What follows belongs to an exercise in optimizing a design on an open flow for small area; a production flow would make more cautious choices.
Only simulation tests tie the RTL to the original design; equivalence was not proved.
Power is estimated from default activity; no workload was simulated.

===== design/flow/design.v =====
module sse_top (
	input  logic                     clk,
	input  logic                     rst,
	input  logic                     clear,
	input  logic                     sample_valid,
	input  logic [31:0]              sample,
	input  logic [31:0]              golden,
	output logic                     busy,
	output logic                     ready,
	output logic [32+16-1:0] status
);
	localparam logic [3:0] S_IDLE = 4'd0;
	localparam logic [3:0] S_CHK  = 4'd1;      
	localparam logic [3:0] S_AL0  = 4'd2;      
	localparam logic [3:0] S_AL   = 4'd3;      
	localparam logic [3:0] S_ADD  = 4'd4;
	localparam logic [3:0] S_NEG  = 4'd5;      
	localparam logic [3:0] S_NORM = 4'd6;
	localparam logic [3:0] S_RND  = 4'd7;
	localparam logic [3:0] S_PRND = 4'd8;      
	localparam logic [3:0] S_SQ0  = 4'd9;
	localparam logic [3:0] S_SQ1  = 4'd10;
	localparam logic [3:0] S_MULA = 4'd11;
	localparam logic [3:0] S_MULS = 4'd12;
	localparam logic [3:0] S_SQF  = 4'd13;
	localparam logic [3:0] S_ACF  = 4'd14;
	localparam logic [1:0] P_SUB = 2'd0;
	localparam logic [1:0] P_SQ  = 2'd1;
	localparam logic [1:0] P_ACC = 2'd2;
	localparam logic [1:0] F_KEEP = 2'd0;
	localparam logic [1:0] F_NAN  = 2'd1;
	localparam logic [1:0] F_INF  = 2'd2;
	localparam logic [1:0] F_COMP = 2'd3;
	logic [3:0] state;
	logic [1:0] phase;
	logic [27:0] x;
	logic [26:0] y;
	logic [9:0] e;
	logic [7:0] eb;
	logic effsub, swy, seen;
	logic [4:0] cnt;
	logic [30:0] sum;
	logic [16-1:0] count;
	assign status = {1'b0, sum, count};
	assign busy = (state != S_IDLE);
	wire a_fnz  = |x[25:3];
	wire b_fnz  = |y[25:3];
	wire a_max  = &e[7:0];
	wire b_max  = &eb;
	wire a_zero = ~|e[7:0];
	wire b_zero = ~|eb;
	wire a_nan  = a_max & a_fnz;
	wire b_nan  = b_max & b_fnz;
	wire a_inf  = a_max & ~a_fnz;
	wire b_inf  = b_max & ~b_fnz;
	wire s_max  = &sum[30:23];
	wire s_zero = ~|sum[30:23];
	wire s_nan  = s_max & sum[22];
	logic ag, aiy, acin, arnd;
	wire rnd = x[2] & (x[1] | x[0] | x[3]);
	wire [23:0] ym = y[26:3];
	wire mbit = ym[cnt];
	wire [27:0] opy = {aiy, (y & {27{ag}}) ^ {27{aiy}}} | {24'd0, arnd & rnd, 3'd0};
	wire [27:0] addo = x + opy + {27'd0, acin};
	wire [27:0] x_shr = {1'b0, x[27:2], x[1] | x[0]};
	always_comb begin
		ag = 1'b0;
		aiy = 1'b0;
		acin = 1'b0;
		arnd = 1'b0;
		case (state)
			S_ADD: begin
				ag = 1'b1;
				aiy = effsub;
				acin = effsub;
			end
			S_RND: arnd = 1'b1;
			S_MULA: ag = mbit;
			default: ;
		endcase
	end
	logic [9:0] ek;
	wire [9:0] eadd = e + ek;
	always_comb begin
		case (state)
			S_NORM:  ek = x[27] ? 10'd1 : 10'h3ff;
			S_SQ0:   ek = 10'h3c1;     
			default: ek = 10'd1;
		endcase
	end
	wire e_gt = e[7:0] > eb;
	wire e_eq = e[7:0] == eb;
	wire e_ovf = e >= 10'd255;
	logic fin;
	logic [1:0] ftype;
	always_comb begin
		fin = 1'b0;
		ftype = F_KEEP;
		case (state)
			S_CHK: begin
				if (a_nan | b_nan | (a_inf & b_inf & effsub)) begin
					fin = 1'b1;
					ftype = F_NAN;
				end else if (a_inf | b_inf) begin
					fin = 1'b1;
					ftype = F_INF;
				end else if (a_zero & b_zero) begin
					fin = 1'b1;
				end
			end
			S_NORM: begin
				if (!x[27] && !x[26] && (e <= 10'd1 || cnt == 5'd27))
					fin = 1'b1;     
			end
			S_SQ1: begin
				if (!e[9] && (e[8] | e[7])) begin
					fin = 1'b1;
					ftype = F_INF;
				end else if (e[9] || e == 10'd0) begin
					fin = 1'b1;
				end
			end
			S_SQF: begin
				if (e_ovf) begin
					fin = 1'b1;
					ftype = F_INF;
				end else if (s_max) begin
					fin = 1'b1;
				end
			end
			S_ACF: begin
				fin = 1'b1;
				ftype = e_ovf ? F_INF : F_COMP;
			end
			default: ;
		endcase
	end
	always_ff @(posedge clk) begin
		if (rst) begin
			state <= S_IDLE;
			ready <= 1'b0;
			sum <= '0;
			count <= '0;
		end else begin
			ready <= fin;
			if (clear) begin
				sum <= '0;
				count <= '0;
			end else if (fin) begin
				if (count != '1)
					count <= count + 1'b1;
				case (ftype)
					F_NAN:  sum <= 31'h7fc00000;
					F_INF:  if (!s_nan) sum <= 31'h7f800000;
					F_COMP: sum <= {e[7:0], x[25:3]};
					default: ;
				endcase
			end
			if (fin) begin
				state <= S_IDLE;
			end else begin
				case (state)
					S_IDLE: if (sample_valid) state <= S_CHK;
					S_CHK: state <= b_zero ? S_SQ0 : S_AL0;
					S_AL0: state <= S_AL;
					S_AL: if (e_eq || cnt == 5'd27) state <= S_ADD;
					S_ADD: state <= S_NORM;
					S_NEG: if (cnt == 5'd27) state <= S_NORM;
					S_NORM: begin
						if (x[27] & effsub)
							state <= S_NEG;
						else if (x[27] | x[26])
							state <= S_RND;
					end
					S_RND: state <= S_PRND;
					S_PRND: begin
						case (phase)
							P_SUB: state <= S_SQ0;
							P_SQ: state <= S_SQF;
							default: state <= S_ACF;
						endcase
					end
					S_SQ0: state <= S_SQ1;
					S_SQ1: state <= S_MULA;
					S_MULA: state <= S_MULS;
					S_MULS: state <= (cnt == 5'd23) ? S_NORM : S_MULA;
					S_SQF: state <= S_AL0;
					default: state <= S_IDLE;
				endcase
			end
		end
	end
	always_ff @(posedge clk) begin
		case (state)
			S_IDLE: begin
				x <= {2'b01, sample[22:0], 3'b000};
				y <= {1'b1, golden[22:0], 3'b000};
				e <= {2'b00, sample[30:23]};
				eb <= golden[30:23];
				effsub <= ~(sample[31] ^ golden[31]);
				phase <= P_SUB;
			end
			S_CHK: if (a_zero) x <= '0;
			S_AL0: begin
				cnt <= '0;
				swy <= e_gt;
				if (e_gt) begin
					e <= {2'b00, eb};
					eb <= e[7:0];
				end
			end
			S_AL: begin
				if (e_eq) begin
				end else if (cnt == 5'd27) begin
					e <= {2'b00, eb};
				end else begin
					if (swy)
						y <= {1'b0, y[26:2], y[1] | y[0]};
					else
						x <= x_shr;
					e <= eadd;
					cnt <= cnt + 1'b1;
				end
			end
			S_ADD: begin
				x <= addo;
				cnt <= '0;
			end
			S_NEG: begin
				x <= {x[0] ^ seen, x[27:1]};
				seen <= seen | x[0];
				cnt <= (cnt == 5'd27) ? 5'd0 : cnt + 1'b1;
			end
			S_NORM: begin
				if (x[27] & effsub) begin
					seen <= 1'b0;
					cnt <= '0;
				end else if (x[27]) begin
					x <= x_shr;
					e <= eadd;
				end else if (!x[26]) begin
					x <= {x[26:0], 1'b0};
					e <= eadd;
					cnt <= cnt + 1'b1;
				end
			end
			S_RND: x <= addo;
			S_PRND: begin
				if (x[27]) begin
					x <= x_shr;
					e <= eadd;
				end
			end
			S_SQ0: begin
				y <= {x[26:3], 3'b000};
				x <= '0;
				e <= eadd;
				phase <= P_SQ;
				effsub <= 1'b0;
			end
			S_SQ1: begin
				e <= {e[8:0], 1'b0};
				cnt <= '0;
			end
			S_MULA: x <= addo;
			S_MULS: begin
				x <= x_shr;
				cnt <= (cnt == 5'd23) ? 5'd0 : cnt + 1'b1;
			end
			S_SQF: begin
				y <= {x[26:3], 3'b000};
				eb <= e[7:0];
				x <= {1'b0, ~s_zero, sum[22:0], 3'b000};
				e <= {2'b00, sum[30:23]};
				phase <= P_ACC;
			end
			default: ;
		endcase
	end
endmodule

===== design/flow/run.sh =====
#!/bin/bash
# synth_recipe.tcl (not shown) runs the flow's synth.tcl, then flattens the netlist and writes it again
# the make line also repeats each setting of config.mk as NAME=value (left out here)
make -C /OpenROAD-flow-scripts/flow DESIGN_CONFIG=/design/flow/config.mk WORK_HOME=/design/flow/orfs CLKGATE_MAP_FILE= SYNTH_SCRIPT=/design/flow/synth_recipe.tcl finish

===== design/flow/config.mk =====
export PLATFORM = sky130hd
export DESIGN_NAME = sse_top
export DESIGN_NICKNAME = sse_top
export VERILOG_FILES = /design/flow/design.v
export SDC_FILE = /design/flow/constraint.sdc
export NUM_CORES = 4
export LEC_CHECK = 0
export CAP_MARGIN = 20
export CORE_MARGIN = 2
export CORE_UTILIZATION = 40
export SLEW_MARGIN = 20

===== design/flow/constraint.sdc =====
create_clock -name core_clock -period 10.0 [get_ports {clk}]
set_input_delay 2.0000 -clock core_clock [delete_from_list [all_inputs] [get_ports {clk}]]
set_output_delay 2.0000 -clock core_clock [all_outputs]
set_load 0.01 [all_outputs]

==> flow_summary.yaml <==
status:
  status: "finished clean"
synth:
  synth.yosys.warnings: 1
  yosys.area.top_type: "edfxtp_1"
  synth_edf_count: 83
  avgSynthCellArea_um2: 8.60
  synth_cell_type_count: 80
  ys_async_sr_fraction: 0
  synth_top_area_frac: 0.253
  synthesis.instances: 1144
  ys_ff_latch: 135
  synth_area_mm2: 0.00984
  ys_seq_area_frac: 0.359
  synth_nets: 1259
  yosys-top-cells-area: "edfxtp_1, dfxtp_1, ha_1"
  yosys_most_used_dff: "edfxtp_1"
power:
  p_leak_nw: 4.49
  switching_share: 0.412
  p_int_mw: 1.45
  p_sw_mw: 1.02
  comb_power_share: 0.313
  powerDensity_mw_per_mm2: 207
  seqPwrFrac: 0.423
  p_clk_frac: 0.264
  ir_drop_mv: 0.0987
clocking:
  hold_buffers: 0
  clkLatencyLatePin_ns: 0.44
  htreeDepth: 4
  max-clock-path-buffers: 2
  path_clk_slew_ns: 0.07
  root_buffer: "clkbuf_16"
  cts_post_setup_buffers_inserted: 0
  cts_made_buffers: 17
  post_cts_resize_count: 0
  cts_tree: "built"
  cts_num_sinks: 135
timing:
  hold_violations: 0
  slew_headroom: 0.294
  hold_slack_ns: 0.507
  fin_crit_sh: 0.557
  rsz0062_at_grt: "false"
  drv_slew: 0
  skew_ns: 0.0139
  period_needed_ns: 5.57
  setup_viol: 0
  setup-tns-final_ns: 0
  worst_pin_slew_ns: 1.06
  max_clock_freq_ghz: 0.180
final_layout:
  fillCellCount: 2413
  drive_above_1_share: 0.0781
  instances_no_fill: 1566
  antenna_cells: 0
  fin_area_mm2: 0.0119
  layout.nets: 1344
  syn_to_final_growth_pct: 21.1
  utilization: 0.491
grt:
  gr-total-overflow: 0
  grt_max_degree: 42
  grt_usage: 0.252
  grt_pass1_vias: 8929
  grt_pass1_wl_um: 51600
  antenna_found_initial: 0
worst_setup_path:
  crit_path_end_kind: "flip-flop"
  cp_cell_sequence: "mux4_2 > a22o_1 > a31oi_2 > nand2_1 > a41o_1 > nand2_1 > xor2_1 > ha_1 > a21o_1 > or3_1 > o31ai_1 > a21boi_1 > or4_4 > a31oi_4 > o31ai_1 > xnor2_1 > a32o_1"
  path_buf_inv: 0
  critPathKind: "flip-flop to flip-flop"
  arrival_ns: 5.75
  critPathMaxFanout: 27
  slowest_delay_ns: 0.71
  critical_path_required_ns: 10.19
  crit_path_start_kind: "flip-flop"
  slowest_stage: "edfxtp_1"
  crit_family: "compound AO/OA/AOI/OAI gates"
detailed_routing:
  routedWlPerCell_um: 20.8
  antenna_left: 0
  dr.pass1.iters: 6
  vias: 9360
  drt_first_iter_violations: 1045
  via_per_inst: 5.98
  drt_wl_total_um: 32600
  drc_errors: 0
die:
  io_pins: 118
  core_mm2: 0.0242
  die_area_mm2: 0.0259
  rows: 57
  die_h_um: 161
  start_util: 0.406
  fp.dieW_um: 161
placement:
  dp_cells: 1534
  placed_cell_area_mm2: 0.0113
  place_congestion: 0.901
  port_buffers: 116
  dp_hpwl_um: 23600
min_path:
  hp-class: "flip-flop to flip-flop"
job:
  cap_violations: 0
[cells by family (layout without fill, tap and decap cells)]
| logic type | after synthesis | after routing | synth area share |
|---|---|---|---|
| and+or+nand+nor | 418 | 418 | 0.200 |
| AOI/OAI and AO/OA | 336 | 336 | 0.239 |
| DFF | 135 | 135 | 0.359 |
| buffers and inverters | 109 | 207 | 0.0427 |
| xor gates and xnor gates | 71 | 71 | 0.0632 |
| adders and majority gates | 47 | 47 | 0.0613 |
| muxes | 27 | 27 | 0.0342 |
| other | 1 | 1 | 0.000381 |
[worst min-delay path, stage by stage, from the launching register on]
cell     delay, ns
dfxtp_1       0.35
inv_1         0.06
a21oi_1       0.05
[metal layers]
| layer | track usage | part of all wire |
|---|---|---|
| met1 | 0.385 | 0.48 |
| met5 | 0 | 0 |
| met2 | 0.363 | 0.42 |
| met3 | 0.0553 | 0.086 |
| met4 | 0.0548 | 0.013 |
[through the flow]
step	total power, mW	setup WS (ns)
final	2.47	4.43
after global placement	1.80	4.60
after detailed placement	1.80	4.49
after global routing	2.59	4.12
after CTS	2.46	4.47
after floorplan	1.48	5.17
[Yosys cell counts, drive strengths merged (7+ instances only)]
| cell type | number |
|---|---|
| nand2b | 17 |
| o21ai | 57 |
| a211oi | 7 |
| dfxtp | 52 |
| a22oi | 49 |
| a31oi | 14 |
| nand2 | 128 |
| ha | 45 |
| nand4 | 16 |
| nor2b | 13 |
| a222oi | 8 |
| xor2 | 47 |
| a221oi | 23 |
| mux2i | 10 |
| and3 | 9 |
| a21oi | 73 |
| mux2 | 13 |
| nor2 | 137 |
| nor3 | 22 |
| clkbuf | 57 |
| a21o | 20 |
| nor4 | 17 |
| edfxtp | 83 |
| nand3 | 20 |
| xnor2 | 24 |
| buf | 14 |
| a221o | 18 |
| inv | 38 |
[state kept, by name, summed over array words and instances (netlist names)]
signal	flops
ready	1
cnt	5
x	28
state	4
sum	31
count	16
phase	2
y	27
eb	8
e	10
swy	1
seen	1
effsub	1
[final timing paths]
kind	end	cells past startpoint	start	slack, ns
max	x[27]	17	cnt[0]	4.43
min	sum[27]	2	sum[27]	0.51
max reg2reg	x[27]	17	cnt[0]	4.43
min reg2reg	sum[27]	2	sum[27]	0.51
[final cells by class]
type	count	area, um^2	share of cell area
Multi-Input combinational cell	900	5930	0.497
Clock buffer	18	439	0.0369
Tap cell	324	405	0.0340
Timing Repair Buffer	137	1320	0.111
Sequential cell	135	3530	0.297
Inverter	38	143	0.0120
Clock inverter	14	151	0.0127
[placed cells by master, fill, tap and decap left out, drive strengths merged, types with 8 or more instances in the layout]
master           n
a21o            20
a21oi           73
a221o           18
a221oi          23
a222oi           8
a22oi           49
a31oi           14
and3             9
buf             21
clkbuf          18
clkdlybuf4s50  116
dfxtp           52
edfxtp          83
ha              45
inv             49
mux2            13
mux2i           10
nand2          128
nand2b          17
nand3           20
nand4           16
nor2           137
nor2b           13
nor3            22
nor4            17
o21ai           57
xnor2           24
xor2            47
[power groups by stage]
stage | Combinational, mW | Sequential, mW | Clock, mW
2_1_floorplan | 0.577 | 0.898 | 0
3_3_place_gp | 0.756 | 1.04 | 0
3_5_place_dp | 0.762 | 1.04 | 0
4_1_cts | 0.766 | 1.03 | 0.662
5_1_grt | 0.858 | 1.06 | 0.681
6_report | 0.772 | 1.04 | 0.653

static timing again, ports no longer ideal:
No port has a modelled driver above. Below, the same layout with a new extraction and two added sets of constraints.
Step 1 (the two cells are an assumption about what drives the block):
set clk [get_ports {clk}]
set_driving_cell -lib_cell sky130_fd_sc_hd__clkbuf_16 $clk
set_driving_cell -lib_cell sky130_fd_sc_hd__buf_2 [delete_from_list [all_inputs] $clk]
Step 2 adds t to the input delays and takes it off the output delays; t is the mean of the earliest and latest rising clock arrival at the registers after step 1. Input paths then give back, and output paths get back, about the clock's delay inside the block.
Three values: ideal, step 1, step 2; two values: the first two.
shift t [ns]: 0.484
setup slack, ns: 4.435 / 4.435 / 4.435
worst hold slack (ns): 0.507 / 0.507 / 0.507
slew at the worst register clock pin (ns): 0.07 / 0.07
pins driven straight from the clock port: 1
After both steps this run still meets setup and hold. For this run, drivers alone change the setup slack by 0.000 ns; drivers and shift together by 0.000 ns.
